This design comes from an exercise in tuning for small area, a short achievable clock period and few clock cycles per item on the open sky130 flow, not from production work.
The RTL was checked by simulation tests, not by an equivalence proof against the original design.
No activity file was given, so power comes from the tool's default toggle rates.

==> inputs of run A <==
## online_linear_regression_fit
module online_linear_regression_fit (
  input  logic                             clk,
  input  logic                             rst_n,
  input  logic                             in_valid,
  output logic                             in_ready,
  input  logic [olr_pkg::X_BITS-1:0]       in_x_coord,
  input  logic signed [olr_pkg::Y_W-1:0]   in_y_value,
  output logic                             out_valid,
  input  logic                             out_ready,
  output logic signed [olr_pkg::RES_W-1:0] out_slope_value,
  output logic signed [olr_pkg::RES_W-1:0] out_offset_value,
  output logic                             out_fit_valid,
  output logic [olr_pkg::COUNT_BITS-1:0]   out_points_seen,
  output logic                             out_point_dropped
);
==> flow/config.mk <==
export PLATFORM = sky130hd
export DESIGN_NAME = online_linear_regression_fit
export DESIGN_NICKNAME = online_linear_regression_fit
export VERILOG_FILES = /design/flow/design.v
export SDC_FILE = /design/flow/constraint.sdc
export NUM_CORES = 4
export LEC_CHECK = 0
export CAP_MARGIN = 20
export CORE_MARGIN = 2
export CORE_UTILIZATION = 40
export SETUP_SLACK_MARGIN = 4
export SLEW_MARGIN = 20
==> flow/constraint.sdc <==
create_clock -name core_clock -period 9.0 [get_ports {clk}]
set_input_delay 1.8000 -clock core_clock [delete_from_list [all_inputs] [get_ports {clk}]]
set_output_delay 1.8000 -clock core_clock [all_outputs]
set_load 0.01 [all_outputs]
run.sh (not shown) runs the stock make flow with config.mk's settings and CLKGATE_MAP_FILE= SYNTH_SCRIPT=/design/flow/synth_recipe.tcl, a recipe that flattens the netlist after the stock synthesis.
==> run B: changes against run A <==
--- a/flow/design.v
+++ b/flow/design.v
@@ -138,49 +138,50 @@
   assign no_r = {no_hi, no_lo};
   logic                        xv_r;
   logic [2:0]                  xc_r;
   logic [X_BITS-1:0]           x_r;
   logic signed [Y_W-1:0]       y_r;
   logic [1:0]                  xd_r;     
   logic [COUNT_BITS+9:0]       pn_r;     
-  logic signed [A_W+9:0]      pa_r;     
-  logic signed [B_W+10:0]     pnb_r;    
-  logic signed [B_W+10:0]     pxy_r;    
+  logic [SX_W+9:0]             psx_r;    
+  logic signed [SY_W+9:0]      psy_r;    
+  logic signed [Y_W+9:0]       pxy_r;    
   logic [2*X_BITS-1:0]         pxx_r;    
   logic xstep, xdone, xfer, drop, accept;
   logic [2:0] xc_nx;
   assign xc_nx  = xc_r + 3'd1;
   assign accept = in_valid && !xv_r;
   assign xstep  = xv_r && (xc_r != 3'd5);
   assign xdone  = xv_r && (xc_r == 3'd5);
   assign xfer   = adv && xdone;
   assign drop   = n_r == {COUNT_BITS{1'b1}};
   logic [COUNT_BITS+1:0] pn_t;
-  logic [A_W+1:0]        pa_t;
-  logic [B_W+2:0]        pnb_t, pxy_t;
+  logic [SX_W+1:0]       psx_t;
+  logic [SY_W+1:0]       psy_t;
+  logic [Y_W+1:0]        pxy_t;
   logic [X_BITS+1:0]     pxx_t;
   olr_add3 #(.W(COUNT_BITS+2)) u_pn (
     .a    ((COUNT_BITS+2)'(pn_r[COUNT_BITS+9:10])),
     .b    (xd_r[0] ? (COUNT_BITS+2)'(n_r) : '0),
     .c    (xd_r[1] ? (COUNT_BITS+2)'(n_r) << 1 : '0),
     .cin0 (1'b0), .cin1 (1'b0), .s (pn_t));
-  olr_add3 #(.W(A_W+2)) u_pa (
-    .a    ((A_W+2)'($signed(pa_r[A_W+9:10]))),
-    .b    (~(xd_r[0] ? (A_W+2)'(sx_r) : '0)),
-    .c    (~(xd_r[1] ? (A_W+2)'(sx_r) << 1 : '0)),
-    .cin0 (1'b1), .cin1 (1'b1), .s (pa_t));
-  olr_add3 #(.W(B_W+3)) u_pnb (
-    .a    ((B_W+3)'($signed(pnb_r[B_W+10:10]))),
-    .b    (~(xd_r[0] ? (B_W+3)'(sy_r) : '0)),
-    .c    (~(xd_r[1] ? (B_W+3)'(sy_r) << 1 : '0)),
-    .cin0 (1'b1), .cin1 (1'b1), .s (pnb_t));
-  olr_add3 #(.W(B_W+3)) u_pxy (
-    .a    ((B_W+3)'($signed(pxy_r[B_W+10:10]))),
-    .b    (xd_r[0] ? (B_W+3)'(y_r) : '0),
-    .c    (xd_r[1] ? (B_W+3)'(y_r) << 1 : '0),
+  olr_add3 #(.W(SX_W+2)) u_psx (
+    .a    ((SX_W+2)'(psx_r[SX_W+9:10])),
+    .b    (xd_r[0] ? (SX_W+2)'(sx_r) : '0),
+    .c    (xd_r[1] ? (SX_W+2)'(sx_r) << 1 : '0),
+    .cin0 (1'b0), .cin1 (1'b0), .s (psx_t));
+  olr_add3 #(.W(SY_W+2)) u_psy (
+    .a    ((SY_W+2)'($signed(psy_r[SY_W+9:10]))),
+    .b    (xd_r[0] ? (SY_W+2)'(sy_r) : '0),
+    .c    (xd_r[1] ? (SY_W+2)'(sy_r) << 1 : '0),
+    .cin0 (1'b0), .cin1 (1'b0), .s (psy_t));
+  olr_add3 #(.W(Y_W+2)) u_pxy (
+    .a    ((Y_W+2)'($signed(pxy_r[Y_W+9:10]))),
+    .b    (xd_r[0] ? (Y_W+2)'(y_r) : '0),
+    .c    (xd_r[1] ? (Y_W+2)'(y_r) << 1 : '0),
     .cin0 (1'b0), .cin1 (1'b0), .s (pxy_t));
   olr_add3 #(.W(X_BITS+2)) u_pxx (
     .a    ((X_BITS+2)'(pxx_r[2*X_BITS-1:10])),
     .b    (xd_r[0] ? (X_BITS+2)'(x_r) : '0),
     .c    (xd_r[1] ? (X_BITS+2)'(x_r) << 1 : '0),
     .cin0 (1'b0), .cin1 (1'b0), .s (pxx_t));
   logic rdy_r;
@@ -200,53 +201,53 @@
   always_ff @(posedge clk) begin
     if (accept) begin
       x_r   <= x_coord;
       y_r   <= y_value;
       xc_r  <= 3'd0;
       xd_r  <= x_coord[1:0];
       pn_r  <= '0;
-      pa_r  <= {(A_W)'(sxx_r), 10'd0};
-      pnb_r <= {(B_W+1)'(sxy_r), 10'd0};
-      pxy_r <= {(B_W+1)'(sxy_r), 10'd0};
+      psx_r <= '0;
+      psy_r <= '0;
+      pxy_r <= '0;
       pxx_r <= '0;
     end else if (xstep) begin
       xc_r  <= xc_nx;
       xd_r  <= (xc_r == 3'd4) ? 2'b00 : x_r[2*xc_nx +: 2];
       pn_r  <= {pn_t, pn_r[9:2]};
-      pa_r  <= {pa_t, pa_r[9:2]};
-      pnb_r <= {pnb_t, pnb_r[9:2]};
+      psx_r <= {psx_t, psx_r[9:2]};
+      psy_r <= {psy_t, psy_r[9:2]};
       pxy_r <= {pxy_t, pxy_r[9:2]};
       pxx_r <= {pxx_t, pxx_r[9:2]};
     end
   end
   logic signed [U_W-1:0] u_nx;
   logic signed [A_W-1:0] a_nx;
   logic signed [B_W-1:0] b_nx;
   assign u_nx = $signed({1'b0, pn_r}) - $signed({1'b0, sx_r});
-  assign a_nx = pa_r[A_W-1:0];
-  assign b_nx = pnb_r[B_W-1:0];      
+  assign a_nx = $signed({1'b0, sxx_r}) - $signed({1'b0, psx_r});
+  assign b_nx = B_W'(psy_r) - B_W'(sxy_r);
   always_ff @(posedge clk) begin
     if (!rst_n) begin
       n_r   <= '0;
       sx_r  <= '0;
       sy_r  <= '0;
       sxx_r <= '0;
       sxy_r <= '0;
     end else if (xfer && !drop) begin
       n_r   <= n_r + 1'b1;
       sx_r  <= sx_r + SX_W'(x_r);
       sy_r  <= sy_r + SY_W'(y_r);
       sxx_r <= sxx_r + SXX_W'(pxx_r);
-      sxy_r <= pxy_r[SXY_W-1:0];
+      sxy_r <= sxy_r + SXY_W'(pxy_r);
     end
   end
   logic                      yv_r;
   logic signed [U_W-1:0]     u_r;
   logic signed [A_W-1:0]     a_r;
-  logic signed [B_W-1:0]     b_r;       
+  logic signed [B_W-1:0]     b_r;
   logic [Y_W-1:0]            yy_r;      
   logic [11:0]               yx_r;      
   logic signed [U_W:0]       accu_r;    
   logic signed [A_W:0]       acca_r;    
   logic signed [B_W:0]       accxb_r;   
   logic signed [U_W:0]       accxu_r;   
   logic [1:0]                cd_r, cn_r, co_r;
@@ -288,36 +289,33 @@
   endfunction
   function automatic logic [B_W+4:0] pph_b(input logic [2:0] d, input logic signed [B_W-1:0] m);
     logic [B_W+4:0] v;
     v = (d[1] ? (B_W+5)'(m) : '0) | (d[0] ? (B_W+5)'(m) << 1 : '0);
     v = v ^ {(B_W+5){d[2]}};
     pph_b = {v[B_W+2:0], d[2], d[2]};
   endfunction
-  logic [2:0] xdl_nb, xdh_nb;
-  assign xdl_nb = {!xdl_r[2], xdl_r[1:0]};
-  assign xdh_nb = {!xdh_r[2], xdh_r[1:0]};
   logic [U_W+4:0] tu, txu;
   logic [A_W+4:0] ta;
   logic [B_W+4:0] txb;
   olr_add3 #(.W(U_W+5)) u_tu (
     .a ((U_W+5)'(accu_r)), .b (ppl_u(ydl_r, u_r)), .c (pph_u(ydh_r, u_r)),
     .cin0 (ydl_r[2]), .cin1 (ydh_r[2]), .s (tu));
   olr_add3 #(.W(U_W+5)) u_txu (
     .a ((U_W+5)'(accxu_r)), .b (ppl_u(xdl_r, u_r)), .c (pph_u(xdh_r, u_r)),
     .cin0 (xdl_r[2]), .cin1 (xdh_r[2]), .s (txu));
   olr_add3 #(.W(A_W+5)) u_ta (
     .a ((A_W+5)'(acca_r)), .b (ppl_a(ydl_r, a_r)), .c (pph_a(ydh_r, a_r)),
     .cin0 (ydl_r[2]), .cin1 (ydh_r[2]), .s (ta));
   olr_add3 #(.W(B_W+5)) u_txb (
-    .a ((B_W+5)'(accxb_r)), .b (ppl_b(xdl_nb, b_r)), .c (pph_b(xdh_nb, b_r)),
-    .cin0 (xdl_nb[2]), .cin1 (xdh_nb[2]), .s (txb));
+    .a ((B_W+5)'(accxb_r)), .b (ppl_b(xdl_r, b_r)), .c (pph_b(xdh_r, b_r)),
+    .cin0 (xdl_r[2]), .cin1 (xdh_r[2]), .s (txb));
   logic [5:0] sd, sn, so;
   logic [3:0] a_bits, nb_bits;
   assign a_bits  = a_r[4*slot_c[2:0] +: 4];
-  assign nb_bits = b_r[4*slot_c[2:0] +: 4];
+  assign nb_bits = ~b_r[4*slot_c[2:0] +: 4];
   assign sd = 6'(d_lo[3:0]) + 6'(txu[3:0]) + 6'(a_bits) + 6'(cd_r);
   assign sn = 6'(ns_lo[3:0]) + 6'(tu[3:0]) + 6'(nb_bits) + 6'(cn_r);
   assign so = 6'(no_lo[3:0]) + 6'(ta[3:0]) + 6'(txb[3:0]) + 6'(co_r);
   always_ff @(posedge clk) begin
     if (xfer) begin
       u_r     <= drop ? '0 : u_nx;
       a_r     <= drop ? '0 : a_nx;
@@ -330,15 +328,15 @@
       xdh_r   <= drop ? '0 : booth(x_r[3], x_r[2], x_r[1]);
       drop_y  <= drop;
       accu_r  <= '0;
       acca_r  <= '0;
       accxb_r <= '0;
       accxu_r <= '0;
       cd_r    <= 2'd0;
-      cn_r    <= 2'd0;
+      cn_r    <= 2'd1;
       co_r    <= 2'd0;
     end else if (ystep) begin
       accu_r  <= (U_W+1)'($signed(tu) >>> 4);
       acca_r  <= (A_W+1)'($signed(ta) >>> 4);
       accxu_r <= (U_W+1)'($signed(txu) >>> 4);
       accxb_r <= (B_W+1)'($signed(txb) >>> 4);
       yy_r    <= {4'b0000, yy_r[Y_W-1:4]};
@@ -365,15 +363,15 @@
   logic [DH-1:0] dh_n;
   logic [SH-1:0] sh_n;
   logic [OH-1:0] oh_n;
   olr_add3 #(.W(DH)) u_dh (
     .a (d_hi), .b (DH'(accxu_r)), .c ({DH{a_r[A_W-1]}}),
     .cin0 (|cd_r), .cin1 (cd_r[1]), .s (dh_n));
   olr_add3 #(.W(SH)) u_sh (
-    .a (ns_hi), .b (SH'(accu_r)), .c (SH'($signed(b_r[B_W-1:32]))),
+    .a (ns_hi), .b (SH'(accu_r)), .c (SH'($signed(~b_r[B_W-1:32]))),
     .cin0 (|cn_r), .cin1 (cn_r[1]), .s (sh_n));
   olr_add3 #(.W(OH)) u_oh (
     .a (no_hi), .b (OH'(acca_r)), .c (OH'(accxb_r)),
     .cin0 (|co_r), .cin1 (co_r[1]), .s (oh_n));
   always_ff @(posedge clk) begin
     if (!rst_n) begin
       d_hi  <= '0;
Settings changed: SETUP_SLACK_MARGIN 4 to 3.
==> run M: changes against run A <==
Settings changed: SETUP_SLACK_MARGIN 4 to 4.5.
==> out/metrics.csv <==
stage;metric;value;unit
synthesis;post-synthesis cell count;16423;
floorplan;core footprint;0.346;mm2
power;Comb. pwr;0.00926;W
grt;met3 Usage GRT;0.0357;
status;outcome;timing/DRC/antenna clean;
power;maximum VDD drop;0.000195;V
layout;Signal buf overhead;0.0370;
layout;Final Non-Filler Cells;21184;
flow_run;# Max-Cap Violations;0;
layout;leading cell types in the layout, fill and taps excluded;1892 x nand2_1, 1594 x a21oi_1, 1217 x ha_1;
[end of results for run M]
==> out/metrics.csv <==
stage;metric;value;unit
status;outcome;failed layout checks;
status;layout violations;max-capacitance violations, max-slew violations;
power;maximum VDD drop;0.000162;V
floorplan;core footprint;0.346;mm2
synthesis;post-synthesis cell count;16423;
power;Comb. pwr;0.00826;W
layout;Final Non-Filler Cells;21033;
layout;Signal buf overhead;0.0246;
flow_run;# Max-Cap Violations;1;
synthesis;number of flops mapped to enable cells by yosys;891;
timing;count of pins over their slew limit;9;
layout;leading cell types in the layout, fill and taps excluded;1906 x nand2_1, 1646 x a21oi_1, 1288 x ha_1;
[end of results for run A]
==> out/metrics.csv <==
stage;metric;value;unit
status;outcome;timing/DRC/antenna clean;
layout;Final Non-Filler Cells;21294;
grt;met3 Usage GRT;0.0315;
flow_run;# Max-Cap Violations;0;
power;maximum VDD drop;0.000161;V
layout;leading cell types in the layout, fill and taps excluded;1794 x nand2_1, 1480 x a21oi_1, 1403 x ha_1;
synthesis;post-synthesis cell count;16796;
power;Comb. pwr;0.00617;W
[end of results for run B]
Testbench counts of run A, summed over its fixed seeds: cycles 9,332, items 1,024.
Testbench counts of run B, summed over its fixed seeds: cycles 9,332, items 1,024.
Testbench counts of run M, summed over its fixed seeds: cycles 9,332, items 1,024.

## port drivers added, routing unchanged
No port has a modelled driver above. Below, the same layouts with a new extraction and two added sets of constraints.
Step 1, drivers: a clkbuf_16 drives clk and a buf_2 each remaining input, both assumed.
Step 2 moves the port delays by t, midway between the first and last clock arrival at a register: inputs arrive t later, outputs are due t later. That takes back most of the time a late clock gives input paths.
Slacks: ideal ports / drivers / drivers and shift; pairs: ideal ports / drivers.
| run | t, ns | slack for setup (ns) | worst setup path at the end | slew at the worst register clock pin (ns) |
|---|---|---|---|---|
| run A | 1.009 | 4.012 / 4.012 / 3.612 | input to register | 0.07 / 0.07 |
| run B | 0.968 | 3.294 / 3.294 / 3.294 | register to register | 0.08 / 0.08 |
| run M | 1.008 | 4.321 / 4.321 / 3.787 | input to register | 0.07 / 0.07 |
For run M, which loses most, drivers alone change the setup slack by 0.000 ns; drivers and shift together by -0.534 ns.
